Background: an optimization exercise with open tools, aiming at small area, a short achievable clock period and few clock cycles per item. Do not read the settings as production practice.
Only simulation tests tie the RTL to the original design; equivalence was not proved.
No activity file was given, so power comes from the tool's default toggle rates.

==> design.v <==
package ex_pkg;
  localparam int XLEN     = 32;
  localparam logic [4:0] ALU_ADD    = 5'd0;
  localparam logic [4:0] ALU_SUB    = 5'd1;
  localparam logic [4:0] ALU_SLL    = 5'd2;
  localparam logic [4:0] ALU_SLT    = 5'd3;
  localparam logic [4:0] ALU_SLTU   = 5'd4;
  localparam logic [4:0] ALU_XOR    = 5'd5;
  localparam logic [4:0] ALU_SRL    = 5'd6;
  localparam logic [4:0] ALU_SRA    = 5'd7;
  localparam logic [4:0] ALU_OR     = 5'd8;
  localparam logic [4:0] ALU_AND    = 5'd9;
  localparam logic [4:0] ALU_PASSB  = 5'd10;
  localparam logic [4:0] ALU_MUL    = 5'd11;
  localparam logic [4:0] ALU_MULH   = 5'd12;
  localparam logic [4:0] ALU_MULHSU = 5'd13;
  localparam logic [4:0] ALU_MULHU  = 5'd14;
  localparam logic [4:0] ALU_DIV    = 5'd15;
  localparam logic [4:0] ALU_DIVU   = 5'd16;
  localparam logic [4:0] ALU_REM    = 5'd17;
  localparam logic [4:0] ALU_REMU   = 5'd18;
  function automatic logic is_div_op(input logic [4:0] op);
    is_div_op = (op >= ALU_DIV) && (op <= ALU_REMU);
  endfunction
  function automatic logic is_mul_op(input logic [4:0] op);
    is_mul_op = (op >= ALU_MUL) && (op <= ALU_MULHU);
  endfunction
  function automatic logic [5:0] clz32(input logic [31:0] x);
    logic [5:0] n;
    n = 6'd32;
    for (int i = 0; i < 32; i++) begin
      if (x[i]) n = 6'(31 - i);
    end
    clz32 = n;
  endfunction
endpackage
module div_unit #(
  parameter int XLEN = 32
) (
  input  logic            clk,
  input  logic            rst_n,
  input  logic            valid,
  input  logic [4:0]      op,
  input  logic [XLEN-1:0] a,
  input  logic [XLEN-1:0] b,
  output logic            busy,
  output logic [XLEN-1:0] result,
  output logic [XLEN-1:0] sh_in,
  output logic [4:0]      sh_amt,
  input  logic [XLEN-1:0] sh_out
);
  logic        active_q, iter_q;
  logic [4:0]  cnt_q;
  logic [1:0]  k_q;
  logic [34:0] s_q, c_q;    
  logic [31:0] q_q;         
  logic        is_mul, is_div, is_mulu;
  logic [2:0]  step;
  assign is_mul  = ex_pkg::is_mul_op(op);
  assign is_div  = ex_pkg::is_div_op(op);
  assign is_mulu = (op == ex_pkg::ALU_MUL);
  assign step    = active_q ? cnt_q[2:0] : 3'd0;
  logic        a_sx, b_sx, neg3;
  logic [32:0] a33;
  logic [8:0]  win;
  logic [42:0] row [6];
  logic [42:0] s1, c1, s2, c2, s3, c3, s4, c4;
  logic [9:0]  low;
  assign a_sx = (op != ex_pkg::ALU_MULHU);
  assign b_sx = (op == ex_pkg::ALU_MUL) || (op == ex_pkg::ALU_MULH);
  assign a33  = {a_sx & a[31], a};
  always_comb begin
    case (step[1:0])
      2'd0:    win = {b[7:0], 1'b0};
      2'd1:    win = b[15:7];
      2'd2:    win = b[23:15];
      default: win = b[31:23];
    endcase
  end
  always_comb begin
    logic [34:0] m;
    logic        neg, one, two;
    logic [3:0]  negs;
    if (active_q) begin
      row[0] = {8'b0, s_q};
      row[1] = {8'b0, c_q};
    end else begin
      row[0] = 43'(1) << 34;
      row[1] = '0;
    end
    for (int j = 0; j < 4; j++) begin
      neg = win[2*j+2];
      one = win[2*j+1] ^ win[2*j];
      two = (win[2*j+2] & ~win[2*j+1] & ~win[2*j]) | (~win[2*j+2] & win[2*j+1] & win[2*j]);
      m   = one ? {{2{a33[32]}}, a33} : (two ? {a33[32], a33, 1'b0} : 35'd0);
      if (neg) m = ~m;
      negs[j]  = neg;
      row[j+2] = 43'({~m[34], m[33:0]}) << (2*j);
    end
    row[2][35] = 1'b1;
    row[2][37] = 1'b1;
    row[2][39] = 1'b1;
    row[2][41] = 1'b1;
    row[3][0]  = negs[0];
    row[3][1]  = active_q & k_q[1];
    row[4][0]  = active_q & k_q[0];
    row[4][2]  = negs[1];
    row[5][4]  = negs[2];
    neg3       = negs[3];
  end
  function automatic logic [85:0] csa(input logic [42:0] p, input logic [42:0] q,
                                      input logic [42:0] r);
    logic [42:0] s, c;
    s = p ^ q ^ r;
    c = ((p & q) | (p & r) | (q & r)) << 1;
    csa = {s, c};
  endfunction
  assign {s1, c1} = csa(row[0], row[1], row[2]);
  assign {s2, c2} = csa(row[3], row[4], row[5]);
  assign {s3, c3} = csa(s1, c1, s2);
  assign {s4, c4} = csa(s3, c3, c2);
  assign low      = 10'(s4[7:0]) + 10'(c4[7:0]) + (10'(neg3) << 6);
  logic        ext;
  logic [31:0] fsum, mul_res;
  logic        mul_fin, mul_cut;
  assign ext  = ~b_sx & b[31];
  assign fsum = s_q[31:0] + c_q[31:0] + 32'(k_q) + (ext ? a : 32'd0);
  always_comb begin
    case (step)
      3'd1:    mul_cut = (b[31:7]  == '0) || (b[31:7]  == '1);
      3'd2:    mul_cut = (b[31:15] == '0) || (b[31:15] == '1);
      3'd3:    mul_cut = (b[31:23] == '0) || (b[31:23] == '1);
      default: mul_cut = 1'b0;
    endcase
    mul_fin = is_mulu ? mul_cut : (step == 3'd4);
  end
  always_comb begin
    if (!is_mulu) mul_res = fsum;
    else if (!mul_fin) mul_res = {low[7:0], q_q[23:0]};
    else begin
      case (step[1:0])
        2'd1:    mul_res = {fsum[23:0], q_q[7:0]};
        2'd2:    mul_res = {fsum[15:0], q_q[15:0]};
        default: mul_res = {fsum[7:0],  q_q[23:0]};
      endcase
    end
  end
  logic        d_signed, d_rem, a_neg, b_neg, div0, triv, ge, neg_res;
  logic [31:0] a_abs, b_abs, r_next, q_next, dsel, div_res;
  logic [32:0] diff;
  logic [5:0]  lz_a, lz_b;
  assign d_signed = (op == ex_pkg::ALU_DIV) || (op == ex_pkg::ALU_REM);
  assign d_rem    = (op == ex_pkg::ALU_REM) || (op == ex_pkg::ALU_REMU);
  assign a_neg    = d_signed & a[31];
  assign b_neg    = d_signed & b[31];
  assign a_abs    = a_neg ? -a : a;
  assign b_abs    = b_neg ? -b : b;
  assign lz_a     = ex_pkg::clz32(s_q[31:0]);
  assign lz_b     = ex_pkg::clz32(c_q[31:0]);
  assign div0     = (c_q[31:0] == '0);
  assign triv     = div0 | (lz_a > lz_b);
  assign sh_in  = c_q[31:0];
  assign sh_amt = 5'(lz_b - lz_a);
  assign diff    = {1'b0, s_q[31:0]} - {1'b0, c_q[31:0]};
  assign ge      = ~diff[32];
  assign r_next  = ge ? diff[31:0] : s_q[31:0];
  assign q_next  = {q_q[30:0], ge};
  assign neg_res = d_rem ? a_neg : (a_neg ^ b_neg);
  assign dsel    = d_rem ? r_next : q_next;
  assign div_res = iter_q ? ((dsel ^ {32{neg_res}}) + 32'(neg_res))
                          : (d_rem ? a : {32{div0}});
  always_comb begin
    busy = 1'b0;
    if (is_mul) busy = ~(mul_fin | (is_mulu & (step == 3'd3)));
    else if (is_div) busy = ~(active_q & (iter_q ? (cnt_q == 5'd0) : triv));
  end
  assign result = is_mul ? mul_res : div_res;
  always_ff @(posedge clk or negedge rst_n) begin
    if (!rst_n) active_q <= 1'b0;
    else        active_q <= valid & busy;
  end
  always_ff @(posedge clk) begin
    if (is_mul) begin
      iter_q <= 1'b0;
      cnt_q  <= 5'(step) + 5'd1;
      s_q    <= s4[42:8];
      c_q    <= c4[42:8];
      k_q    <= low[9:8];
      case (step[1:0])
        2'd0:    q_q[7:0]   <= low[7:0];
        2'd1:    q_q[15:8]  <= low[7:0];
        2'd2:    q_q[23:16] <= low[7:0];
        default: q_q[31:24] <= low[7:0];
      endcase
    end else if (!active_q) begin
      iter_q <= 1'b0;
      s_q    <= {3'b0, a_abs};
      c_q    <= {3'b0, b_abs};
    end else if (!iter_q) begin
      iter_q <= 1'b1;
      cnt_q  <= sh_amt;
      q_q    <= '0;
      c_q    <= {3'b0, sh_out};
    end else begin
      cnt_q <= cnt_q - 5'd1;
      s_q   <= {3'b0, r_next};
      q_q   <= q_next;
      c_q   <= {4'b0, c_q[31:1]};
    end
  end
endmodule
module ex_stage #(
  parameter int XLEN = 32
) (
  input  logic            clk,
  input  logic            rst_n,
  input  logic            id_valid,
  input  logic [XLEN-1:0] id_rs1_data,
  input  logic [XLEN-1:0] id_rs2_data,
  input  logic [XLEN-1:0] id_imm,
  input  logic            id_alu_src,
  input  logic [4:0]      id_alu_op,
  input  logic            id_mem_read,
  input  logic            id_mem_write,
  input  logic            id_reg_write,
  input  logic [4:0]      id_rd,
  input  logic            flush,
  output logic            ex_busy,
  output logic            exm_valid,
  output logic [XLEN-1:0] exm_alu_result,
  output logic [XLEN-1:0] exm_rs2_data,
  output logic            exm_mem_read,
  output logic            exm_mem_write,
  output logic            exm_reg_write,
  output logic [4:0]      exm_rd
);
  logic [XLEN-1:0] op_a, op_b, alu_res, md_res;
  logic [4:0]      op;
  logic            md_busy, accept, valid;
  logic            exm_valid_q, exm_mr_q, exm_mw_q, exm_rw_q;
  logic [XLEN-1:0] exm_res_q, exm_rs2_q;
  logic [4:0]      exm_rd_q;
  assign op    = id_alu_op;
  assign op_a  = id_rs1_data;
  assign op_b  = id_alu_src ? id_imm : id_rs2_data;
  assign valid = id_valid & ~flush;
  logic            sub;
  logic [XLEN+1:0] sum;
  logic            ltu, lts;
  assign sub = (op == ex_pkg::ALU_SUB) || (op == ex_pkg::ALU_SLT) || (op == ex_pkg::ALU_SLTU);
  assign sum = {1'b0, op_a, 1'b1} + {1'b0, op_b ^ {XLEN{sub}}, sub};
  assign ltu = ~sum[XLEN+1];
  assign lts = (op_a[XLEN-1] ^ op_b[XLEN-1]) ? op_a[XLEN-1] : sum[XLEN];
  logic            sll, md_sh;
  logic [XLEN-1:0] sh_x, sh_y, md_sh_in, a_rev, md_rev;
  logic [4:0]      sh_amt, md_sh_amt;
  logic            fill;
  assign sll   = (op == ex_pkg::ALU_SLL);
  assign md_sh = ex_pkg::is_div_op(op);
  always_comb begin
    for (int i = 0; i < XLEN; i++) begin
      a_rev[i]  = op_a[XLEN-1-i];
      md_rev[i] = md_sh_in[XLEN-1-i];
    end
  end
  assign sh_x   = md_sh ? md_rev : (sll ? a_rev : op_a);
  assign sh_amt = md_sh ? md_sh_amt : op_b[4:0];
  assign fill   = (op == ex_pkg::ALU_SRA) & op_a[XLEN-1];
  assign sh_y   = XLEN'($signed({fill, sh_x}) >>> sh_amt);
  logic [XLEN-1:0] sh_rev;
  always_comb begin
    for (int i = 0; i < XLEN; i++) sh_rev[i] = sh_y[XLEN-1-i];
  end
  div_unit #(.XLEN(XLEN)) u_md (
    .clk    (clk),
    .rst_n  (rst_n),
    .valid  (valid),
    .op     (op),
    .a      (op_a),
    .b      (op_b),
    .busy   (md_busy),
    .result (md_res),
    .sh_in  (md_sh_in),
    .sh_amt (md_sh_amt),
    .sh_out (sh_rev)
  );
  always_comb begin
    alu_res = '0;
    case (op)
      ex_pkg::ALU_ADD,
      ex_pkg::ALU_SUB:    alu_res = sum[XLEN:1];
      ex_pkg::ALU_SLL:    alu_res = sh_rev;
      ex_pkg::ALU_SLT:    alu_res = XLEN'(lts);
      ex_pkg::ALU_SLTU:   alu_res = XLEN'(ltu);
      ex_pkg::ALU_XOR:    alu_res = op_a ^ op_b;
      ex_pkg::ALU_SRL,
      ex_pkg::ALU_SRA:    alu_res = sh_y;
      ex_pkg::ALU_OR:     alu_res = op_a | op_b;
      ex_pkg::ALU_AND:    alu_res = op_a & op_b;
      ex_pkg::ALU_PASSB:  alu_res = op_b;
      ex_pkg::ALU_MUL,
      ex_pkg::ALU_MULH,
      ex_pkg::ALU_MULHSU,
      ex_pkg::ALU_MULHU,
      ex_pkg::ALU_DIV,
      ex_pkg::ALU_DIVU,
      ex_pkg::ALU_REM,
      ex_pkg::ALU_REMU:   alu_res = md_res;
      default:            alu_res = '0;
    endcase
  end
  assign accept = valid & ~md_busy;
  always_ff @(posedge clk or negedge rst_n) begin
    if (!rst_n) begin
      exm_valid_q <= 1'b0;
      exm_mr_q    <= 1'b0;
      exm_mw_q    <= 1'b0;
      exm_rw_q    <= 1'b0;
    end else begin
      exm_valid_q <= accept;
      exm_mr_q    <= accept & id_mem_read;
      exm_mw_q    <= accept & id_mem_write;
      exm_rw_q    <= accept & id_reg_write;
    end
  end
  always_ff @(posedge clk) begin
    exm_rd_q  <= id_rd;
    exm_res_q <= alu_res;
    exm_rs2_q <= id_rs2_data;
  end
  assign ex_busy        = md_busy;
  assign exm_valid      = exm_valid_q;
  assign exm_alu_result = exm_res_q;
  assign exm_rs2_data   = exm_rs2_q;
  assign exm_mem_read   = exm_mr_q;
  assign exm_mem_write  = exm_mw_q;
  assign exm_reg_write  = exm_rw_q;
  assign exm_rd         = exm_rd_q;
endmodule
==> run.sh <==
#!/bin/bash
# synth_recipe.tcl (not shown) runs the flow's synth.tcl, then flattens the netlist and writes it again
# the make line also repeats each setting of config.mk as NAME=value (left out here)
make -C /OpenROAD-flow-scripts/flow DESIGN_CONFIG=/design/flow/config.mk WORK_HOME=/design/flow/orfs CLKGATE_MAP_FILE= SYNTH_SCRIPT=/design/flow/synth_recipe.tcl finish
==> config.mk <==
export PLATFORM = sky130hd
export DESIGN_NAME = ex_stage
export DESIGN_NICKNAME = ex_stage
export VERILOG_FILES = /design/flow/design.v
export SDC_FILE = /design/flow/constraint.sdc
export NUM_CORES = 4
export LEC_CHECK = 0
export CAP_MARGIN = 30
export CORE_MARGIN = 2
export CORE_UTILIZATION = 40
export SLEW_MARGIN = 20
==> constraint.sdc <==
create_clock -name core_clock -period 12.0 [get_ports {clk}]
set_input_delay 2.4000 -clock core_clock [delete_from_list [all_inputs] [get_ports {clk}]]
set_output_delay 2.4000 -clock core_clock [all_outputs]
set_load 0.01 [all_outputs]
==> metrics.yaml, run 1 <==
status: "complete, no violations"
synth.top_cells.by_area: "fa_1 10%, ha_1 8.9%, edfxtp_1 6.6%"
timing.rr.start: "u_md.active_q$_DFF_PN0_"
cts_sinks: 180
cts_made_buffers: 17
antenna_found_initial: 18
synth-edff-count: 72
leakage_nw: 14.8
ant_nets: 0
layout.nets: 4971
die_h_um: 290
post_cts_resized: 0
syn_area_per_cell_um2: 7.33
critPathMaxStageDelay_ps: 680
hold_viol_final: 0
grt_max_degree: 77
postCtsHoldBufs: 0
drv_slew: 0
seqCellArea_um2: 4350
synth_top_area_share_pct: 10.4
path_cells: "buf_2 > buf_4 > mux2i_2 > nor2_1 > o41ai_4 > buf_4 > inv_1 > nor2_4 > buf_4 > a211oi_1 > nor2_1 > a221oi_1 > fa_1 > fa_1 > fa_1 > fa_1 > inv_1 > ha_1 > xnor2_1 > nor2_1 > a2111oi_0 > o21ai_0 > o21ai_1"
gp_congestion: 1.13
clkLatencyLatePin_ps: 580
finalSetupViolations: 0
dieWidth_um: 290
max_slew_margin_pct: 19.9
multi_input_comb_area_um2: 25900
first_pass_iters: 7
path_clk_slew_ps: 80
clock_path_buffers: 2
pin_count: 188
synth_area_um2: 32700
most-common-layout-cells: "443 x nor2_1, 400 x nand2_1, 395 x a21oi_1"
dp_hpwl_um: 150000
finClkSkew_ps: 35.2
h-tree-depth: 4
grt-ovfl-total: 0
ys_seq_elements: 180
cp_slowest_cell: "xnor2_1"
synthDistinctLibCells: 102
worstPathArrival_ps: 10140
crit_top_cell: "fa_1"
viasPerCell: 6.96
worst_pin_slew_ps: 1190
fin_setup_tns_ps: 0
r2r_slack_ps: 3170
post_cts_buffers: 0
syn_inst: 4455
path_class: "input port to flop"
powerDensity_nw_per_um2: 170
area_growth_pct: 11.5
port_buffers: 187
start_kind: "input port"
cp_max_fo: 61
final_common_cell: "nor2_1"
core-area_um2: 80700
ys_async_sr_fraction_pct: 2.78
vdd_drop_max_v: 0.000144
place_ws_ps: 1960
grt_util_all_layers_pct: 45.8
cts_tree: "yes"
dieArea_um2: 84000
yosys_warnings: 3
clock-root-buffer: "clkbuf_16"
hold_path.class: "flop to flop"
nFillCells: 8226
placed_cell_area_um2: 35700
min_from: "u_md.q_q[25]$_DFFE_PP_"
post-route-period-util_pct: 80.5
drt-total-wl_um: 200000
fin_crit_ps: 9660
vias: 38600
postLayoutSetupSlackWorst_ps: 2340
hold_depth: 2
grt_pass1_wl_um: 273000
drc: 0
drive_gt1_share_pct: 7.03
hold_end: "u_md.q_q[26]$_DFFE_PP_"
core.rowCount: 104
cp.required_ps: 12490
r2r_end: "exm_res_q[30]$_SDFF_PN0_"
ff2ff_path_depth: 23
fmax_ghz: 0.104
ys_seq_area_share_pct: 13.3
design_area_um2: 36400
grt_pass1_vias: 35000
max-cap-violations: 0
drt_iter0_markers: 6791
rsz0062_at_grt: "false"
ys.flop_type: "dfxtp_1"
initial_core_util_pct: 40.5
synth_nets: 4971
worstSetupEndpointType: "flop"
yosysTopAreaCell: "fa_1"
avgRoutedWirePerCell_um: 36.0
[stage by stage]
stage	total power [W]	hold WS, ps	utilization [%]	instances
after floorplan	0.00341	518	-	4455
after global placement	0.00526	540	44.3	5488
after CTS	0.00589	560	45.0	5524
after detailed placement	0.00524	534	44.3	5492
after global routing	0.00639	584	45.1	5531
final	0.00619	562	45.1	5549
[cell families after synthesis]
group                      count (synthesis)  synth area share (%)
AOI/OAI and AO/OA                       1529                  30.8
and+or+nand+nor                         1299                  18.2
buffers and inverters                    681                  7.96
adders and majority gates                403                  19.3
xor gates and xnor gates                 230                  6.17
DFF                                      180                  13.3
muxes                                    133                  4.31
[final cells by class]
class | instances | area share (%)
diodes | 21 | 0.144
clock inverters | 15 | 0.440
clock buffers | 17 | 1.17
flip-flops and latches | 180 | 12.0
inverters | 325 | 3.36
repair buffers | 337 | 8.20
well taps | 1060 | 3.64
multi-input cells | 3594 | 71.1
[layer usage]
| metal | vias up | track usage [%] | part of all wire [%] | wire length, um |
|---|---|---|---|---|
| met5 | - | 0 | 0.020 | 39 |
| met4 | 6 | 36.2 | 9.8 | 19500 |
| met3 | 861 | 19.1 | 15 | 30100 |
| met2 | 3312 | 63.2 | 39 | 78300 |
| met1 | 18400 | 55.7 | 36 | 71600 |
| li1 | 16100 | - | - | - |
[worst max-delay path, delay by kind of cell]
kind                       cells  cell delay [ps]
buffers and inverters          6             2080
AOI/OAI and AO/OA              6             1380
muxes                          1              630
xor gates and xnor gates       1              680
adders and majority gates      5             2440
and+or+nand+nor                4              490
[flip-flops by register name, indices dropped and copies added (netlist names)]
name,cells
exm_valid_q,1
u_md.cnt_q,5
u_md.q_q,31
u_md.iter_q,1
u_md.active_q,1
u_md.s_q,34
exm_rw_q,1
u_md.c_q,33
exm_rd_q,5
exm_rs2_q,32
exm_mr_q,1
exm_res_q,32
u_md.k_q,2
exm_mw_q,1
[power breakdown]
group          internal, W  switching, W  total [W]  leakage (nW)
registers         0.000736      0.000226   0.000962          1.65
clock network     0.000278      0.000355   0.000632         0.279
logic              0.00151       0.00309    0.00460          12.9
total              0.00253       0.00367    0.00619          14.8
[worst max-delay path by stage]
stage | cells past startpoint | startpoint | end
floorplan | 25 | id_alu_src | exm_res_q[30]$_SDFF_PN0_
global placement | 23 | id_alu_src | exm_res_q[30]$_SDFF_PN0_
detailed placement | 23 | id_alu_src | exm_res_q[30]$_SDFF_PN0_
CTS | 23 | id_alu_src | exm_res_q[30]$_SDFF_PN0_
global route | 23 | id_alu_src | exm_res_q[30]$_SDFF_PN0_
finish | 23 | id_alu_src | exm_res_q[30]$_SDFF_PN0_
[synth_stat cells (all sizes together) (24+ instances only)]
master / number
a22oi: 54
xnor2: 190
dfxtp: 103
and2: 85
nor2: 452
a22o: 27
a211oi: 161
fa: 170
a21o: 55
mux2: 29
o31ai: 31
clkinv: 24
xor2: 40
o21ai: 362
nand2b: 27
nand3: 74
ha: 232
nor4: 40
edfxtp: 72
o221ai: 37
buf: 55
inv: 301
a21oi: 400
mux2i: 101
a221oi: 116
o211ai: 46
nand2: 402
o21a: 24
a31oi: 40
nor3: 77
clkbuf: 301
and3: 27
Testbench counts, summed over its fixed seeds: cycles 36,422, items 24,000.
==> inputs of run 2 (changes only) <==
--- a/design.v
+++ b/design.v
@@ -51,9 +51,10 @@
 );
   logic        active_q, iter_q;
   logic [4:0]  cnt_q;
-  logic [1:0]  k_q;
   logic [34:0] s_q, c_q;    
   logic [31:0] q_q;         
+  logic [7:0]  lo_s_q, lo_c_q;
+  logic        lo_n_q;
   logic        is_mul, is_div, is_mulu;
   logic [2:0]  step;
   assign is_mul  = ex_pkg::is_mul_op(op);
@@ -61,20 +62,23 @@
   assign is_mulu = (op == ex_pkg::ALU_MUL);
   assign step    = active_q ? cnt_q[2:0] : 3'd0;
   logic        a_sx, b_sx, neg3;
-  logic [32:0] a33;
+  logic [32:0] m33;
   logic [8:0]  win;
   logic [42:0] row [6];
   logic [42:0] s1, c1, s2, c2, s3, c3, s4, c4;
   logic [9:0]  low;
+  logic [1:0]  k;
   assign a_sx = (op != ex_pkg::ALU_MULHU);
   assign b_sx = (op == ex_pkg::ALU_MUL) || (op == ex_pkg::ALU_MULH);
-  assign a33  = {a_sx & a[31], a};
+  assign m33  = {b_sx & b[31], b};
+  assign low = 10'(lo_s_q) + 10'(lo_c_q) + (10'(lo_n_q) << 6);
+  assign k   = active_q ? low[9:8] : 2'd0;
   always_comb begin
     case (step[1:0])
-      2'd0:    win = {b[7:0], 1'b0};
-      2'd1:    win = b[15:7];
-      2'd2:    win = b[23:15];
-      default: win = b[31:23];
+      2'd0:    win = {a[7:0], 1'b0};
+      2'd1:    win = a[15:7];
+      2'd2:    win = a[23:15];
+      default: win = a[31:23];
     endcase
   end
   always_comb begin
@@ -92,7 +96,7 @@
       neg = win[2*j+2];
       one = win[2*j+1] ^ win[2*j];
       two = (win[2*j+2] & ~win[2*j+1] & ~win[2*j]) | (~win[2*j+2] & win[2*j+1] & win[2*j]);
-      m   = one ? {{2{a33[32]}}, a33} : (two ? {a33[32], a33, 1'b0} : 35'd0);
+      m   = one ? {{2{m33[32]}}, m33} : (two ? {m33[32], m33, 1'b0} : 35'd0);
       if (neg) m = ~m;
       negs[j]  = neg;
       row[j+2] = 43'({~m[34], m[33:0]}) << (2*j);
@@ -102,8 +106,8 @@
     row[2][39] = 1'b1;
     row[2][41] = 1'b1;
     row[3][0]  = negs[0];
-    row[3][1]  = active_q & k_q[1];
-    row[4][0]  = active_q & k_q[0];
+    row[3][1]  = k[1];
+    row[4][0]  = k[0];
     row[4][2]  = negs[1];
     row[5][4]  = negs[2];
     neg3       = negs[3];
@@ -119,31 +123,29 @@
   assign {s2, c2} = csa(row[3], row[4], row[5]);
   assign {s3, c3} = csa(s1, c1, s2);
   assign {s4, c4} = csa(s3, c3, c2);
-  assign low      = 10'(s4[7:0]) + 10'(c4[7:0]) + (10'(neg3) << 6);
   logic        ext;
   logic [31:0] fsum, mul_res;
   logic        mul_fin, mul_cut;
-  assign ext  = ~b_sx & b[31];
-  assign fsum = s_q[31:0] + c_q[31:0] + 32'(k_q) + (ext ? a : 32'd0);
+  assign ext  = ~a_sx & a[31];
+  assign fsum = s_q[31:0] + c_q[31:0] + 32'(low[9:8]) + (ext ? b : 32'd0);
   always_comb begin
     case (step)
-      3'd1:    mul_cut = (b[31:7]  == '0) || (b[31:7]  == '1);
-      3'd2:    mul_cut = (b[31:15] == '0) || (b[31:15] == '1);
-      3'd3:    mul_cut = (b[31:23] == '0) || (b[31:23] == '1);
+      3'd1:    mul_cut = (a[31:7]  == '0) || (a[31:7]  == '1);
+      3'd2:    mul_cut = (a[31:15] == '0) || (a[31:15] == '1);
+      3'd3:    mul_cut = (a[31:23] == '0) || (a[31:23] == '1);
+      3'd4:    mul_cut = 1'b1;
       default: mul_cut = 1'b0;
     endcase
     mul_fin = is_mulu ? mul_cut : (step == 3'd4);
   end
   always_comb begin
+    case (step)
+      3'd1:    mul_res = {fsum[23:0], low[7:0]};
+      3'd2:    mul_res = {fsum[15:0], low[7:0], q_q[7:0]};
+      3'd3:    mul_res = {fsum[7:0],  low[7:0], q_q[15:0]};
+      default: mul_res = {low[7:0], q_q[23:0]};
+    endcase
     if (!is_mulu) mul_res = fsum;
-    else if (!mul_fin) mul_res = {low[7:0], q_q[23:0]};
-    else begin
-      case (step[1:0])
-        2'd1:    mul_res = {fsum[23:0], q_q[7:0]};
-        2'd2:    mul_res = {fsum[15:0], q_q[15:0]};
-        default: mul_res = {fsum[7:0],  q_q[23:0]};
-      endcase
-    end
   end
   logic        d_signed, d_rem, a_neg, b_neg, div0, triv, ge, neg_res;
   logic [31:0] a_abs, b_abs, r_next, q_next, dsel, div_res;
@@ -171,7 +173,7 @@
                           : (d_rem ? a : {32{div0}});
   always_comb begin
     busy = 1'b0;
-    if (is_mul) busy = ~(mul_fin | (is_mulu & (step == 3'd3)));
+    if (is_mul) busy = ~mul_fin;
     else if (is_div) busy = ~(active_q & (iter_q ? (cnt_q == 5'd0) : triv));
   end
   assign result = is_mul ? mul_res : div_res;
@@ -185,12 +187,14 @@
       cnt_q  <= 5'(step) + 5'd1;
       s_q    <= s4[42:8];
       c_q    <= c4[42:8];
-      k_q    <= low[9:8];
+      lo_s_q <= s4[7:0];
+      lo_c_q <= c4[7:0];
+      lo_n_q <= neg3;
       case (step[1:0])
-        2'd0:    q_q[7:0]   <= low[7:0];
-        2'd1:    q_q[15:8]  <= low[7:0];
-        2'd2:    q_q[23:16] <= low[7:0];
-        default: q_q[31:24] <= low[7:0];
+        2'd1:    q_q[7:0]   <= low[7:0];
+        2'd2:    q_q[15:8]  <= low[7:0];
+        2'd3:    q_q[23:16] <= low[7:0];
+        default: ;
       endcase
     end else if (!active_q) begin
       iter_q <= 1'b0;
--- a/config.mk
+++ b/config.mk
@@ -8,4 +8,5 @@
 export CAP_MARGIN = 30
 export CORE_MARGIN = 2
 export CORE_UTILIZATION = 40
+export SETUP_SLACK_MARGIN = 5
 export SLEW_MARGIN = 20
==> metrics.yaml, run 2 <==
r2r_end: "exm_res_q[12]$_SDFF_PN0_"
synth_top_area_share_pct: 9.92
path_clk_slew_ps: 90
cts_made_buffers: 17
drc: 0
path_class: "input port to primary output"
fin_crit_ps: 7020
timing.rr.start: "u_md.s_q[8]$_DFFE_PP_"
cp_slowest_cell: "clkdlybuf4s15_2"
pin_count: 188
initial_core_util_pct: 40.2
post-route-period-util_pct: 58.5
grt_use_met2_pct: 64.9
critPathMaxStageDelay_ps: 520
synth-edff-count: 85
grt_util_all_layers_pct: 48.1
powerDensity_nw_per_um2: 163
gp_congestion: 1.17
worst_pin_slew_ps: 1240
dieWidth_um: 296
clkLatencyLatePin_ps: 560
vias: 40300
use_met1_pct: 61.5
grt_pass1_wl_um: 293000
fin_setup_tns_ps: 0
synth.top_cells.by_area: "fa_1 9.9%, ha_1 8.4%, edfxtp_1 7.5%"
synth_nets: 5063
regMostFlops: "u_md.s_q"
dp_hpwl_um: 163000
h-tree-depth: 4
postLayoutSetupSlackWorst_ps: 4980
synthDistinctLibCells: 107
final_common_cell: "o21ai_0"
layout.nets: 5125
fmax_ghz: 0.143
clock_path_buffers: 2
viasPerCell: 6.97
finClkSkew_ps: 26.2
core.rowCount: 107
hold_end: "u_md.q_q[27]$_SDFFCE_PN0P_"
yosysTopAreaCell: "fa_1"
crit_buf_inv: 4
worstSetupEndpointType: "primary output"
die_h_um: 296
grt_pass1_vias: 36200
top_usage_layer: "met2"
cp_max_fo: 9
cts_tree: "yes"
ys_async_sr_fraction_pct: 2.59
largest_register_ffs: 34
design_area_um2: 39200
core-area_um2: 84700
critPathTopFamily: "buffers and inverters"
port_buffers: 187
placed_cell_area_um2: 37300
hold_depth: 1
syn_inst: 4551
start_kind: "input port"
synthTopCellsByCount: "483 x o21ai_0, 430 x nand2_1, 382 x a21oi_1"
drv_slew: 0
cp.required_ps: 9600
clock-root-buffer: "clkbuf_16"
yosys_warnings: 3
path_cells: "clkdlybuf4s15_2 > inv_1 > nor3_1 > a41oi_1 > a21oi_2 > o221ai_4 > a21oi_4 > inv_2 > buf_6"
grt-ovfl-total: 0
antenna_found_initial: 26
synth.most_common_cell: "o21ai_0"
ant_nets: 0
r2r_slack_ps: 5010
first_pass_iters: 9
hold_path.class: "flop to flop"
hold_viol_final: 0
use_met3_pct: 18.0
postCtsHoldBufs: 0
status: "complete, no violations"
most-common-layout-cells: "478 x o21ai_0, 427 x nand2_1, 373 x a21oi_1"
rsz0062_at_grt: "true"
max-cap-violations: 0
reg_top3: "u_md.s_q x34, u_md.c_q x33"
ys_seq_area_share_pct: 13.9
worstPathArrival_ps: 4620
place_ws_ps: 2840
area_growth_pct: 15.0
ff2ff_path_depth: 24
drt_iter0_markers: 7302
grt_max_degree: 82
ys.flop_type: "dfxtp_1"
drive_gt1_share_pct: 11.9
leakage_nw: 15.8
drt-total-wl_um: 216000
min_from: "u_md.q_q[26]$_SDFFCE_PN0P_"
cts_sinks: 193
avgRoutedWirePerCell_um: 37.4
syn_area_per_cell_um2: 7.49
vdd_drop_max_v: 0.000148
max_slew_margin_pct: 16.2
synth_area_um2: 34100
ys_seq_elements: 193
finalSetupViolations: 0
dieArea_um2: 87600
-- run 2: power by group --
part / leakage (nW) / switching [W] / internal [W]
Combinational: 13.8 / 0.00314 / 0.00154
Sequential: 1.77 / 0.000268 / 0.000799
Clock: 0.295 / 0.000367 / 0.000284
-- run 2: stage by stage --
| stage | utilization (%) | hold WS (ps) | total power (W) | instances |
|---|---|---|---|---|
| 6_report | 46.3 | 646 | 0.00640 | 5776 |
| 5_1_grt | 46.3 | 658 | 0.00657 | 5770 |
| 4_1_cts | 45.4 | 639 | 0.00604 | 5724 |
| 3_5_place_dp | 44.0 | 619 | 0.00529 | 5659 |
| 3_3_place_gp | 43.9 | 616 | 0.00530 | 5652 |
| 2_1_floorplan | - | 529 | 0.00342 | 4551 |
-- run 2: final cells by class --
| type | instances | area, um2 |
|---|---|---|
| Tap cell | 1144 | 1430 |
| Antenna cell | 6 | 15.0 |
| Fill cell | 8665 | 45500 |
| Timing Repair Buffer | 431 | 3910 |
| Clock inverter | 15 | 181 |
| Clock buffer | 17 | 425 |
| Sequential cell | 193 | 4780 |
| Inverter | 325 | 1280 |
| Multi-Input combinational cell | 3645 | 27200 |
-- run 2: worst max path at each step --
stage / from / slack (ps) / end / cells after the start
2_1_floorplan: id_alu_src / 5050 / exm_res_q[31]$_SDFF_PN0_ / 21
3_3_place_gp: id_rs1_data[31] / 2940 / exm_res_q[29]$_SDFF_PN0_ / 23
3_5_place_dp: id_rs1_data[31] / 2840 / exm_res_q[29]$_SDFF_PN0_ / 23
4_1_cts: id_rs1_data[28] / 4960 / ex_busy / 11
5_1_grt: id_rs2_data[1] / 4970 / exm_res_q[29]$_SDFF_PN0_ / 20
6_report: id_rs1_data[15] / 4980 / ex_busy / 9
-- run 2: per-layer routing --
layer  wire, um  part of all wire [%]
met2      82800                    38
met5        144                 0.067
met1      80300                    37
met4      20200                   9.4
met3      32300                    15
-- run 2: worst reg2reg max path: stages, from the launching register on --
cell,delay [ps]
edfxtp_1,750
inv_1,320
a21oi_1,220
o21bai_1,80
a21oi_1,190
o21bai_1,80
a21oi_1,310
o31ai_2,100
a31oi_1,240
o31a_1,150
ha_1,140
inv_1,70
fa_1,710
nand2_1,170
o21a_1,150
buf_4,410
mux2i_1,370
mux2i_1,160
a21oi_1,440
a211oi_1,170
a31oi_1,220
buf_4,260
o221ai_1,170
a211oi_1,760
o21ai_0,190
-- run 2: logic make-up (layout without fill, tap and decap cells) --
kind of cell	count (synthesis)	in the layout	synth area share (%)
and+or+nand+nor	1171	1171	15.9
adders and majority gates	398	398	18.3
DFF	193	193	13.9
AOI/OAI and AO/OA	1647	1647	31.5
muxes	216	216	6.74
xor gates and xnor gates	213	213	5.47
other	0	6	0
buffers and inverters	713	788	8.16
-- run 2: what timing repair did --
| item | 4_1_cts | 5_1_grt |
|---|---|---|
| pin swaps | 18 | 31 |
| setup endpoints to repair | 90 | 60 |
| buffers inserted | 33 | 44 |
| gates resized for setup | 125 | 111 |
Testbench counts of run 2, summed over its fixed seeds: cycles 37,265, items 24,000.
==> inputs of run 3 (changes only) <==
--- a/design.v
+++ b/design.v
@@ -47,9 +47,13 @@
   output logic [XLEN-1:0] result,
   output logic [XLEN-1:0] sh_in,
   output logic [4:0]      sh_amt,
-  input  logic [XLEN-1:0] sh_out
+  input  logic [XLEN-1:0] sh_out,
+  output logic [XLEN:0]   add_x,
+  output logic [XLEN:0]   add_y,
+  output logic            add_cin,
+  input  logic [XLEN:0]   add_sum
 );
-  logic        active_q, iter_q;
+  logic        active_q, iter_q, fix_q;
   logic [4:0]  cnt_q;
   logic [34:0] s_q, c_q;    
   logic [31:0] q_q;         
@@ -127,7 +131,7 @@
   logic [31:0] fsum, mul_res;
   logic        mul_fin, mul_cut;
   assign ext  = ~a_sx & a[31];
-  assign fsum = s_q[31:0] + c_q[31:0] + 32'(low[9:8]) + (ext ? b : 32'd0);
+  assign fsum = add_sum[31:0];
   always_comb begin
     case (step)
       3'd1:    mul_cut = (a[31:7]  == '0) || (a[31:7]  == '1);
@@ -147,34 +151,57 @@
     endcase
     if (!is_mulu) mul_res = fsum;
   end
-  logic        d_signed, d_rem, a_neg, b_neg, div0, triv, ge, neg_res;
-  logic [31:0] a_abs, b_abs, r_next, q_next, dsel, div_res;
-  logic [32:0] diff;
+  logic        d_signed, d_rem, a_neg, b_neg, div0, triv, ge, neg_res, last;
+  logic [31:0] a_abs, r_next, q_next, dsel, div_res;
   logic [5:0]  lz_a, lz_b;
   assign d_signed = (op == ex_pkg::ALU_DIV) || (op == ex_pkg::ALU_REM);
   assign d_rem    = (op == ex_pkg::ALU_REM) || (op == ex_pkg::ALU_REMU);
   assign a_neg    = d_signed & a[31];
   assign b_neg    = d_signed & b[31];
-  assign a_abs    = a_neg ? -a : a;
-  assign b_abs    = b_neg ? -b : b;
+  assign a_abs    = (a ^ {32{a_neg}}) + 32'(a_neg);
   assign lz_a     = ex_pkg::clz32(s_q[31:0]);
   assign lz_b     = ex_pkg::clz32(c_q[31:0]);
   assign div0     = (c_q[31:0] == '0);
   assign triv     = div0 | (lz_a > lz_b);
   assign sh_in  = c_q[31:0];
   assign sh_amt = 5'(lz_b - lz_a);
-  assign diff    = {1'b0, s_q[31:0]} - {1'b0, c_q[31:0]};
-  assign ge      = ~diff[32];
-  assign r_next  = ge ? diff[31:0] : s_q[31:0];
+  assign ge      = add_sum[32];
+  assign r_next  = ge ? add_sum[31:0] : s_q[31:0];
   assign q_next  = {q_q[30:0], ge};
   assign neg_res = d_rem ? a_neg : (a_neg ^ b_neg);
   assign dsel    = d_rem ? r_next : q_next;
-  assign div_res = iter_q ? ((dsel ^ {32{neg_res}}) + 32'(neg_res))
-                          : (d_rem ? a : {32{div0}});
+  assign last    = iter_q & (cnt_q == 5'd0);
+  assign div_res = fix_q ? add_sum[31:0] : (iter_q ? dsel : (d_rem ? a : {32{div0}}));
+  logic [31:0] ap, aq, ar;
+  logic        ay0;
+  always_comb begin
+    ap      = s_q[31:0];
+    aq      = c_q[31:0];
+    ar      = '0;
+    ay0     = 1'b0;
+    add_cin = 1'b1;
+    if (is_mul) begin
+      ar      = ext ? b : '0;
+      ay0     = low[9] | low[8];
+      add_cin = low[9];
+    end else if (!active_q) begin
+      ap      = '0;
+      aq      = '0;
+      ar      = b ^ {32{b_neg}};
+      add_cin = b_neg;
+    end else if (fix_q) begin
+      ap      = ~s_q[31:0];
+      aq      = '0;
+    end else begin
+      aq      = ~c_q[31:0];
+    end
+  end
+  assign add_x = {1'b0, ap ^ aq ^ ar};
+  assign add_y = {(ap & aq) | (ap & ar) | (aq & ar), ay0};
   always_comb begin
     busy = 1'b0;
     if (is_mul) busy = ~mul_fin;
-    else if (is_div) busy = ~(active_q & (iter_q ? (cnt_q == 5'd0) : triv));
+    else if (is_div) busy = ~(active_q & (fix_q | (last & ~neg_res) | (~iter_q & triv)));
   end
   assign result = is_mul ? mul_res : div_res;
   always_ff @(posedge clk or negedge rst_n) begin
@@ -184,6 +211,7 @@
   always_ff @(posedge clk) begin
     if (is_mul) begin
       iter_q <= 1'b0;
+      fix_q  <= 1'b0;
       cnt_q  <= 5'(step) + 5'd1;
       s_q    <= s4[42:8];
       c_q    <= c4[42:8];
@@ -198,16 +226,18 @@
       endcase
     end else if (!active_q) begin
       iter_q <= 1'b0;
+      fix_q  <= 1'b0;
       s_q    <= {3'b0, a_abs};
-      c_q    <= {3'b0, b_abs};
+      c_q    <= {3'b0, add_sum[31:0]};
     end else if (!iter_q) begin
       iter_q <= 1'b1;
       cnt_q  <= sh_amt;
       q_q    <= '0;
       c_q    <= {3'b0, sh_out};
     end else begin
+      fix_q <= last;
       cnt_q <= cnt_q - 5'd1;
-      s_q   <= {3'b0, r_next};
+      s_q   <= {3'b0, last ? dsel : r_next};
       q_q   <= q_next;
       c_q   <= {4'b0, c_q[31:1]};
     end
@@ -252,7 +282,15 @@
   logic [XLEN+1:0] sum;
   logic            ltu, lts;
   assign sub = (op == ex_pkg::ALU_SUB) || (op == ex_pkg::ALU_SLT) || (op == ex_pkg::ALU_SLTU);
-  assign sum = {1'b0, op_a, 1'b1} + {1'b0, op_b ^ {XLEN{sub}}, sub};
+  logic            md_op, md_cin;
+  logic [XLEN:0]   md_x, md_y;
+  assign md_op = ex_pkg::is_mul_op(op) | ex_pkg::is_div_op(op);
+  logic [XLEN:0]   ax, ay;
+  logic            acin;
+  assign ax   = md_op ? md_x : {1'b0, op_a};
+  assign ay   = md_op ? md_y : {1'b0, op_b ^ {XLEN{sub}}};
+  assign acin = md_op ? md_cin : sub;
+  assign sum  = {ax, 1'b1} + {ay, acin};
   assign ltu = ~sum[XLEN+1];
   assign lts = (op_a[XLEN-1] ^ op_b[XLEN-1]) ? op_a[XLEN-1] : sum[XLEN];
   logic            sll, md_sh;
@@ -286,7 +324,11 @@
     .result (md_res),
     .sh_in  (md_sh_in),
     .sh_amt (md_sh_amt),
-    .sh_out (sh_rev)
+    .sh_out (sh_rev),
+    .add_x  (md_x),
+    .add_y  (md_y),
+    .add_cin(md_cin),
+    .add_sum(sum[XLEN+1:1])
   );
   always_comb begin
     alu_res = '0;
==> metrics.yaml, run 3 <==
timing.rr.start: "u_md.s_q[3]$_DFFE_PP_"
synthDistinctLibCells: 85
yosys_warnings: 3
finClkSkew_ps: 23.0
synthTopCellsByCount: "495 x o21ai_0, 433 x a21oi_1, 418 x nand2_1"
die_h_um: 280
drt_iter0_markers: 6806
leakage_nw: 15.2
h-tree-depth: 4
grt_pass1_vias: 34500
ys_seq_area_share_pct: 15.6
syn_area_per_cell_um2: 7.27
fmax_ghz: 0.133
grt_util_all_layers_pct: 51.4
grt-ovfl-total: 0
drc: 0
fin_crit_ps: 7520
port_buffers: 187
multi_input_comb_area_um2: 25000
clock_path_buffers: 2
most-common-layout-cells: "429 x o21ai_0, 402 x nand2_1, 379 x a21oi_1"
viasPerCell: 7.11
cts_made_buffers: 17
worstSetupEndpointType: "primary output"
synth_nets: 4623
drt-total-wl_um: 208000
grt_max_degree: 77
drv_slew: 0
post-route-period-util_pct: 62.6
cts_sinks: 194
antenna_found_initial: 17
avgRoutedWirePerCell_um: 38.6
holdWs_ps: 592
min_from: "u_md.q_q[25]$_SDFFCE_PN0P_"
vdd_drop_max_v: 0.000205
dieWidth_um: 280
worst_pin_slew_ps: 1130
grt_pass1_wl_um: 281000
dp_hpwl_um: 148000
core.rowCount: 101
fin_setup_tns_ps: 0
regMostFlops: "u_md.s_q"
drive_gt1_share_pct: 18.9
hold_path.class: "flop to flop"
synth.top_cells.by_area: "fa_1 11%, edfxtp_1 8.4%, o21ai_0 8.1%"
powerDensity_nw_per_um2: 164
max-cap-violations: 0
start_kind: "input port"
hold_viol_final: 0
postCtsHoldBufs: 0
worstPathArrival_ps: 5120
core-area_um2: 75800
initial_core_util_pct: 40.3
path_class: "input port to primary output"
pin_count: 188
clock-root-buffer: "clkbuf_16"
nFillCells: 7562
rsz0062_at_grt: "true"
finalSetupViolations: 0
final_common_cell: "o21ai_0"
syn_inst: 4207
first_pass_iters: 8
largest_register_ffs: 34
yosysTopAreaCell: "fa_1"
cts_tree: "yes"
ys.flop_type: "dfxtp_1"
dieArea_um2: 78600
clkLatencyLatePin_ps: 550
max_slew_margin_pct: 23.6
ys_async_sr_fraction_pct: 2.58
path_clk_slew_ps: 100
cp_max_fo: 7
ys_seq_elements: 194
synth_area_um2: 30600
layout.nets: 4804
crit_path_start: "id_rs1_data[30]"
reg_top3: "u_md.s_q x34, u_md.c_q x33"
area_growth_pct: 25.6
gp_congestion: 1.09
synth.most_common_cell: "o21ai_0"
synth_top_area_share_pct: 11.0
vias: 38300
synth-edff-count: 85
ant_nets: 0
status: "complete, no violations"
seqCellArea_um2: 4780
cp.required_ps: 9600
==> run 3: final cells by class <==
cell class | instances | area share [%]
multi-input cells | 3310 | 65.0
repair buffers | 578 | 14.6
flip-flops and latches | 194 | 12.4
well taps | 978 | 3.19
inverters | 286 | 2.95
clock buffers | 17 | 1.11
clock inverters | 15 | 0.623
diodes | 11 | 0.0717
repair inverters | 1 | 0.0163
==> run 3: power breakdown <==
part	switching, W	internal, W
sequential	0.000299	0.000828
clock	0.000426	0.000302
combinational	0.00292	0.00152
total	0.00365	0.00265
==> run 3: routing by layer <==
layer	wire length [um]	share of wire [%]	track usage, %	vias to the layer above
met3	32200	15	21.1	951
met2	80600	39	69.8	3547
met1	74500	36	63.4	18300
li1	-	-	-	15500
met5	166	0.080	1.63	-
met4	20700	10	41.0	16
==> run 3: final timing paths <==
check / cells after the start / slack (ps) / end
max in group asynchronous: 1 / 9700 / u_md.active_q$_DFF_PN0_
hold reg to reg: 1 / 590 / u_md.q_q[26]$_SDFFCE_PN0P_
hold / removal: 1 / 590 / u_md.q_q[26]$_SDFFCE_PN0P_
setup reg to reg: 26 / 4590 / exm_res_q[16]$_SDFF_PN0_
setup / recovery: 9 / 4480 / ex_busy
min in group asynchronous: 1 / 2080 / exm_valid_q$_DFF_PN0_
==> run 3: logic make-up after synthesis <==
family                   share of synthesized area, %
AO/OA/AOI/OAI                                    32.5
multiplexers                                     6.71
flip-flops                                       15.6
XOR/XNOR                                         4.29
AND/OR/NAND/NOR                                  15.5
buffers and inverters                            8.76
adder cells (fa/ha/maj)                          16.6
==> run 3: through the flow <==
step | power, W | worst slack (ps) | util, % | instance area [um2] | cells
detailed placement | 0.00477 | 1750 | 44.8 | 34000 | 5152
global route | 0.00637 | 4490 | 50.6 | 38400 | 5383
CTS | 0.00582 | 4790 | 49.3 | 37400 | 5327
finish | 0.00630 | 4480 | 50.6 | 38400 | 5390
floorplan | 0.00288 | 4660 | - | 30800 | 4207
global placement | 0.00479 | 1760 | 44.7 | 33900 | 5148
==> run 3: critical path, stage by stage <==
cell	delay, ps
clkdlybuf4s50_1	460
buf_4	200
clkinv_1	360
nand4_1	220
nor2_1	50
a31oi_1	660
o31ai_2	180
a21oi_2	370
buf_2	210
==> run 3: timing repair <==
action / in CTS / in global routing
pin swaps: 101 / 72
cloned: 13 / 3
setup buffers: 130 / 45
setup endpoints to repair: 106 / 84
gates resized for setup: 369 / 127
Testbench counts of run 3, summed over its fixed seeds: cycles 37,365, items 24,000.
==> inputs of run 4 (changes only) <==
--- a/design.v
+++ b/design.v
@@ -51,9 +51,11 @@
   output logic [XLEN:0]   add_x,
   output logic [XLEN:0]   add_y,
   output logic            add_cin,
-  input  logic [XLEN:0]   add_sum
+  input  logic [XLEN:0]   add_sum,
+  output logic            add_own
 );
   logic        active_q, iter_q, fix_q;
+  logic        mul_q, mulu_q, ext_q;   
   logic [4:0]  cnt_q;
   logic [34:0] s_q, c_q;    
   logic [31:0] q_q;         
@@ -132,16 +134,17 @@
   logic        mul_fin, mul_cut;
   assign ext  = ~a_sx & a[31];
   assign fsum = add_sum[31:0];
+  logic fin_q;
   always_comb begin
     case (step)
-      3'd1:    mul_cut = (a[31:7]  == '0) || (a[31:7]  == '1);
-      3'd2:    mul_cut = (a[31:15] == '0) || (a[31:15] == '1);
-      3'd3:    mul_cut = (a[31:23] == '0) || (a[31:23] == '1);
-      3'd4:    mul_cut = 1'b1;
-      default: mul_cut = 1'b0;
+      3'd0:    mul_cut = (a[31:7]  == '0) || (a[31:7]  == '1);
+      3'd1:    mul_cut = (a[31:15] == '0) || (a[31:15] == '1);
+      3'd2:    mul_cut = (a[31:23] == '0) || (a[31:23] == '1);
+      default: mul_cut = 1'b1;
     endcase
-    mul_fin = is_mulu ? mul_cut : (step == 3'd4);
+    if (!is_mulu) mul_cut = (step == 3'd3);
   end
+  assign mul_fin = active_q & fin_q;
   always_comb begin
     case (step)
       3'd1:    mul_res = {fsum[23:0], low[7:0]};
@@ -149,16 +152,17 @@
       3'd3:    mul_res = {fsum[7:0],  low[7:0], q_q[15:0]};
       default: mul_res = {low[7:0], q_q[23:0]};
     endcase
-    if (!is_mulu) mul_res = fsum;
+    if (!mulu_q) mul_res = fsum;
   end
   logic        d_signed, d_rem, a_neg, b_neg, div0, triv, ge, neg_res, last;
-  logic [31:0] a_abs, r_next, q_next, dsel, div_res;
+  logic [31:0] a_abs, b_abs, r_next, q_next, dsel, div_res;
   logic [5:0]  lz_a, lz_b;
   assign d_signed = (op == ex_pkg::ALU_DIV) || (op == ex_pkg::ALU_REM);
   assign d_rem    = (op == ex_pkg::ALU_REM) || (op == ex_pkg::ALU_REMU);
   assign a_neg    = d_signed & a[31];
   assign b_neg    = d_signed & b[31];
   assign a_abs    = (a ^ {32{a_neg}}) + 32'(a_neg);
+  assign b_abs    = (b ^ {32{b_neg}}) + 32'(b_neg);
   assign lz_a     = ex_pkg::clz32(s_q[31:0]);
   assign lz_b     = ex_pkg::clz32(c_q[31:0]);
   assign div0     = (c_q[31:0] == '0);
@@ -180,15 +184,10 @@
     ar      = '0;
     ay0     = 1'b0;
     add_cin = 1'b1;
-    if (is_mul) begin
-      ar      = ext ? b : '0;
+    if (mul_q) begin
+      ar      = ext_q ? b : '0;
       ay0     = low[9] | low[8];
       add_cin = low[9];
-    end else if (!active_q) begin
-      ap      = '0;
-      aq      = '0;
-      ar      = b ^ {32{b_neg}};
-      add_cin = b_neg;
     end else if (fix_q) begin
       ap      = ~s_q[31:0];
       aq      = '0;
@@ -196,23 +195,30 @@
       aq      = ~c_q[31:0];
     end
   end
-  assign add_x = {1'b0, ap ^ aq ^ ar};
-  assign add_y = {(ap & aq) | (ap & ar) | (aq & ar), ay0};
+  assign add_x   = {1'b0, ap ^ aq ^ ar};
+  assign add_y   = {(ap & aq) | (ap & ar) | (aq & ar), ay0};
+  assign add_own = active_q;
   always_comb begin
     busy = 1'b0;
     if (is_mul) busy = ~mul_fin;
     else if (is_div) busy = ~(active_q & (fix_q | (last & ~neg_res) | (~iter_q & triv)));
   end
-  assign result = is_mul ? mul_res : div_res;
+  assign result = mul_q ? mul_res : div_res;
   always_ff @(posedge clk or negedge rst_n) begin
     if (!rst_n) active_q <= 1'b0;
     else        active_q <= valid & busy;
   end
   always_ff @(posedge clk) begin
+    if (!active_q) begin
+      mul_q  <= is_mul;
+      mulu_q <= is_mulu;
+      ext_q  <= ext;
+    end
     if (is_mul) begin
       iter_q <= 1'b0;
       fix_q  <= 1'b0;
       cnt_q  <= 5'(step) + 5'd1;
+      fin_q  <= mul_cut;
       s_q    <= s4[42:8];
       c_q    <= c4[42:8];
       lo_s_q <= s4[7:0];
@@ -228,7 +234,7 @@
       iter_q <= 1'b0;
       fix_q  <= 1'b0;
       s_q    <= {3'b0, a_abs};
-      c_q    <= {3'b0, add_sum[31:0]};
+      c_q    <= {3'b0, b_abs};
     end else if (!iter_q) begin
       iter_q <= 1'b1;
       cnt_q  <= sh_amt;
@@ -284,7 +290,6 @@
   assign sub = (op == ex_pkg::ALU_SUB) || (op == ex_pkg::ALU_SLT) || (op == ex_pkg::ALU_SLTU);
   logic            md_op, md_cin;
   logic [XLEN:0]   md_x, md_y;
-  assign md_op = ex_pkg::is_mul_op(op) | ex_pkg::is_div_op(op);
   logic [XLEN:0]   ax, ay;
   logic            acin;
   assign ax   = md_op ? md_x : {1'b0, op_a};
@@ -328,7 +333,8 @@
     .add_x  (md_x),
     .add_y  (md_y),
     .add_cin(md_cin),
-    .add_sum(sum[XLEN+1:1])
+    .add_sum(sum[XLEN+1:1]),
+    .add_own(md_op)
   );
   always_comb begin
     alu_res = '0;
==> metrics.yaml, run 4 <==
max_slew_margin_pct: 16.8
core-area_um2: 78600
avgRoutedWirePerCell_um: 38.6
synth-edff-count: 89
cts_sinks: 198
grt-ovfl-total: 0
dieArea_um2: 81300
clock_path_buffers: 2
pin_count: 188
synth_compound_area_share_pct: 32.2
regMostFlops: "u_md.s_q"
reg_top3: "u_md.s_q x34, u_md.c_q x33"
drt_iter0_markers: 6492
final_common_cell: "nand2_1"
ys_seq_elements: 198
ys.flop_type: "dfxtp_1"
yosys_warnings: 3
synth_nets: 4756
hold_viol_final: 0
synth.most_common_cell: "nand2_1"
dp_hpwl_um: 154000
synth_area_um2: 31600
postLayoutSetupSlackWorst_ps: 4730
h-tree-depth: 4
worstSetupEndpointType: "flop"
fin_util_pct: 48.0
max-cap-violations: 0
vias: 38800
synth-adder-area-share_pct: 16.0
worstPathArrival_ps: 7670
syn_inst: 4339
path_clk_slew_ps: 110
synth.top_cells.by_area: "fa_1 11%, edfxtp_1 8.5%, o21ai_0 6.9%"
drc: 0
path_class: "flop to flop"
cp_max_fo: 27
viasPerCell: 7.09
port_buffers: 187
ys_seq_area_share_pct: 15.4
clkLatencyLatePin_ps: 570
vdd_drop_max_v: 0.000137
place_ws_ps: 2830
clock-root-buffer: "clkbuf_16"
ant_nets: 0
drive_gt1_share_pct: 14.6
rsz0062_at_grt: "true"
initial_core_util_pct: 40.2
fin_crit_ps: 7270
cp.required_ps: 12390
layout.nets: 4822
powerDensity_nw_per_um2: 159
ys_async_sr_fraction_pct: 2.53
antenna_found_initial: 16
drt-total-wl_um: 211000
cts_tree: "yes"
synth_mux_area_share_pct: 5.53
worst_pin_slew_ps: 1240
syn_area_per_cell_um2: 7.29
fmax_ghz: 0.138
finClkSkew_ps: 23.3
synth-xor-area-share_pct: 5.35
fin_setup_tns_ps: 0
grt_max_degree: 160
largest_register_ffs: 34
synthDistinctLibCells: 93
grt_pass1_vias: 35100
drv_slew: 0
leakage_nw: 14.7
grt_pass1_wl_um: 283000
synth_top_family_by_area: "compound AO/OA/AOI/OAI gates"
yosysTopAreaCell: "fa_1"
most-common-layout-cells: "500 x nand2_1, 404 x a21oi_1, 399 x o21ai_0"
synthSimpleGateAreaFrac_pct: 16.7
design_area_um2: 37700
dieWidth_um: 285
die_h_um: 285
area_growth_pct: 19.3
synthTopCellsByCount: "504 x nand2_1, 433 x o21ai_0, 420 x a21oi_1"
placed_cell_area_um2: 34900
start_kind: "flop"
hold_path.class: "flop to flop"
grt_util_all_layers_pct: 49.6
first_pass_iters: 9
synth_top_area_share_pct: 10.6
post-route-period-util_pct: 60.6
gp_congestion: 1.10
cts_made_buffers: 17
nFillCells: 7980
finalSetupViolations: 0
core.rowCount: 103
status: "complete, no violations"
## run 4: area by class of cell
type	instances	area (um2)	area share, %
Antenna cell	5	12.5	0.0332
Clock buffer	17	425	1.13
Clock inverter	15	205	0.544
Inverter	288	1120	2.97
Multi-Input combinational cell	3416	25200	66.8
Sequential cell	198	4900	13.0
Tap cell	1050	1310	3.48
Timing Repair Buffer	484	4560	12.1
## run 4: cells by family after synthesis
family                     count (synthesis)
buffers and inverters                    731
DFF                                      198
adders and majority gates                303
and+or+nand+nor                         1191
xor gates and xnor gates                 191
muxes                                    147
AOI/OAI and AO/OA                       1578
## run 4: repair_timing
action / in CTS / in global routing
gates cloned: 5 / 7
resized for setup: 172 / 175
hold buffers: 0 / 0
setup endpoints to repair: 100 / 68
setup buffers: 56 / 33
pin swaps: 30 / 43
## run 4: worst paths after layout
kind,slack [ps],to,startpoint,cells after the start
max,4730,exm_res_q[30]$_SDFF_PN0_,u_md.s_q[3]$_DFFE_PP_,24
min,590,u_md.fix_q$_SDFFE_PN0P_,u_md.fix_q$_SDFFE_PN0P_,2
max reg2reg,4730,exm_res_q[30]$_SDFF_PN0_,u_md.s_q[3]$_DFFE_PP_,24
min reg2reg,590,u_md.fix_q$_SDFFE_PN0P_,u_md.fix_q$_SDFFE_PN0P_,2
max in group asynchronous,9720,u_md.active_q$_DFF_PN0_,rst_n,1
min in group asynchronous,2050,exm_valid_q$_DFF_PN0_,rst_n,1
## run 4: power by group
| part | switching, W | internal, W |
|---|---|---|
| combinational | 0.00282 | 0.00143 |
| sequential | 0.000220 | 0.000829 |
| clock | 0.000385 | 0.000305 |
## run 4: per-layer routing
layer / global-route usage, % / wire, um / share of wire, % / vias to the layer above
met5: 1.28 / 206 / 0.097 / -
met2: 67.9 / 81800 / 39 / 3578
li1: - / - / - / 15800
met4: 35.2 / 19400 / 9.2 / 12
met1: 62.8 / 77400 / 37 / 18600
met3: 19.9 / 32500 / 15 / 803
## run 4: worst max-delay path, cell delays in order (launching register included)
cell	delay, ps
edfxtp_1	590
buf_4	270
o21bai_1	140
a21oi_1	100
o21bai_1	120
a21oi_1	80
o21bai_1	220
a21oi_2	160
o31ai_2	280
o211ai_1	220
a311oi_1	330
ha_1	240
inv_1	80
fa_2	460
a21o_1	210
a21oi_1	170
xnor2_1	330
a21oi_4	100
buf_4	330
nand2_1	450
nor3_1	100
nor2_1	960
o21ai_0	210
a221oi_1	680
nand3_1	220
## run 4: per-stage QoR
stage	hold slack, ps	total power [W]	instances
6_report	594	0.00598	5473
5_1_grt	628	0.00609	5469
4_1_cts	575	0.00548	5423
3_5_place_dp	539	0.00463	5330
3_3_place_gp	533	0.00463	5320
2_1_floorplan	482	0.00290	4339
Testbench counts of run 4, summed over its fixed seeds: cycles 37,365, items 24,000.
==> inputs of run 5 (changes only) <==
==> flow/run.sh (new file) <==
#!/bin/bash
set -euo pipefail
MARGIN=6
sed -E "s/SETUP_SLACK_MARGIN=[0-9.]+/SETUP_SLACK_MARGIN=${MARGIN}/" standard.sh > standard_margin.sh
grep -q "SETUP_SLACK_MARGIN=${MARGIN}" standard_margin.sh
bash standard_margin.sh > standard_margin.log 2>&1
test -f out/final.def
==> standard.sh (new file) <==
#!/bin/bash
# synth_recipe.tcl (not shown) runs the flow's synth.tcl, then flattens the netlist and writes it again
# the make line also repeats each setting of config.mk as NAME=value (left out here)
make -C /OpenROAD-flow-scripts/flow DESIGN_CONFIG=/design/flow/config.mk WORK_HOME=/design/flow/orfs CLKGATE_MAP_FILE= SYNTH_SCRIPT=/design/flow/synth_recipe.tcl "${@:-finish}"
--- a/config.mk
+++ b/config.mk
@@ -7,6 +7,6 @@
 export LEC_CHECK = 0
 export CAP_MARGIN = 30
 export CORE_MARGIN = 2
-export CORE_UTILIZATION = 40
+export CORE_UTILIZATION = 60
 export SETUP_SLACK_MARGIN = 5
 export SLEW_MARGIN = 20
removed: run.sh
==> metrics.yaml, run 5 <==
status: "stopped before the end"
flow.stopped_at: "5_1_grt"
firstError: "[ERROR GRT-0116] Global routing finished with congestion. Check the congestion regions in the DRC Viewer."
grt_pass1_wl_um: 361000
synth-edff-count: 89
port_buffers: 187
synthTopCellsByCount: "504 x nand2_1, 433 x o21ai_0, 420 x a21oi_1"
yosysTopAreaCell: "fa_1"
ys_seq_elements: 198
clock-root-buffer: "clkbuf_16"
grt-ovfl-total: 440
core.rowCount: 84
h-tree-depth: 4
ys.flop_type: "dfxtp_1"
cts_sinks: 198
gp_congestion: 1.25
dieWidth_um: 234
synthDistinctLibCells: 93
synth.top_cells.by_area: "fa_1 11%, edfxtp_1 8.5%, o21ai_0 6.9%"
dp_hpwl_um: 127000
ys_async_sr_fraction_pct: 2.53
yosys_warnings: 3
synth.most_common_cell: "nand2_1"
grt_max_degree: 84
synth_top_area_share_pct: 10.6
synth_nets: 4756
syn_area_per_cell_um2: 7.29
grt_util_all_layers_pct: 89.2
syn_inst: 4339
pin_count: 188
initial_core_util_pct: 60.4
synth_area_um2: 31600
place_ws_ps: 3240
cts_made_buffers: 17
grt_pass1_vias: 49200
ys_seq_area_share_pct: 15.4
clock_path_buffers: 2
die_h_um: 234
run 5: cell counts after synthesis:
Identical to the previous run, type by type.
run 5: worst max path at each step:
| stage | endpoint | cells after the start |
|---|---|---|
| after floorplan | u_md.s_q[30]$_DFFE_PP_ | 22 |
| after global placement | u_md.s_q[29]$_DFFE_PP_ | 21 |
| after detailed placement | u_md.s_q[29]$_DFFE_PP_ | 21 |
| after CTS | ex_busy | 19 |
run 5: metal layers:
layer  GRT overflow  global-route usage (%)
met1             24                    88.5
met2            182                    97.0
met3             57                    83.6
met4            172                    87.1
met5              5                    69.7
run 5: what timing repair did:
action                     4_1_cts
hold buffers                     0
gates cloned                    39
pin swaps                      211
resized for setup              900
setup endpoints to repair      130
buffers inserted               300
run 5: kinds of logic after synthesis:
group | count (synthesis) | share of synthesized area, %
compound gates | 1578 | 32.2
xor+xnor | 191 | 5.35
fa+ha+maj | 303 | 16.0
buf+inv | 731 | 8.78
flops | 198 | 15.4
mux | 147 | 5.53
simple gates | 1191 | 16.7
run 5: per-stage QoR:
| step | utilization [%] | hold WS, ps | std cells | instance area (um2) |
|---|---|---|---|---|
| after CTS | 78.9 | 581 | 5306 | 41300 |
| after detailed placement | 65.5 | 567 | 4935 | 34300 |
| after global placement | 65.3 | 551 | 4924 | 34200 |
| after floorplan | - | 503 | 4339 | 32100 |
run 5: power groups by stage:
stage / logic (W) / clock network (W) / registers (W)
detailed placement: 0.00328 / 0 / 0.00104
global placement: 0.00322 / 0 / 0.00104
CTS: 0.00419 / 0.000609 / 0.00102
floorplan: 0.00203 / 0 / 0.000907

==> separate check: timing with driven ports <==
Ports are ideal in the flow. The routed layouts listed here were re-timed in OpenROAD.
Step 1: set_driving_cell puts a clkbuf_16 on clk and a buf_2 on each other input, an assumption about the parent block.
Step 2 moves the port delays by t, midway between the first and last clock arrival at a register: inputs arrive t later, outputs are due t later. That takes back most of the time a late clock gives input paths.
a / b / c = no drivers / after step 1 / after step 2; a / b = the first two.
run	t (ns)	setup WS [ns]	hold WS [ns]	clock arrival spread, ns
run 1	0.633	2.341 / 2.392 / 1.760	0.562 / 0.562 / 0.562	0.035 / 0.035
run 2	0.615	4.985 / 4.919 / 4.447	0.646 / 0.646 / 0.646	0.033 / 0.033
run 3	0.607	4.484 / 4.454 / 3.902	0.592 / 0.592 / 0.592	0.032 / 0.032
run 4	0.632	4.729 / 4.729 / 4.317	0.594 / 0.594 / 0.594	0.026 / 0.026
After both steps every run listed still meets setup and hold. For run 3, which loses most, drivers alone change the setup slack by -0.030 ns; drivers and shift together by -0.582 ns.
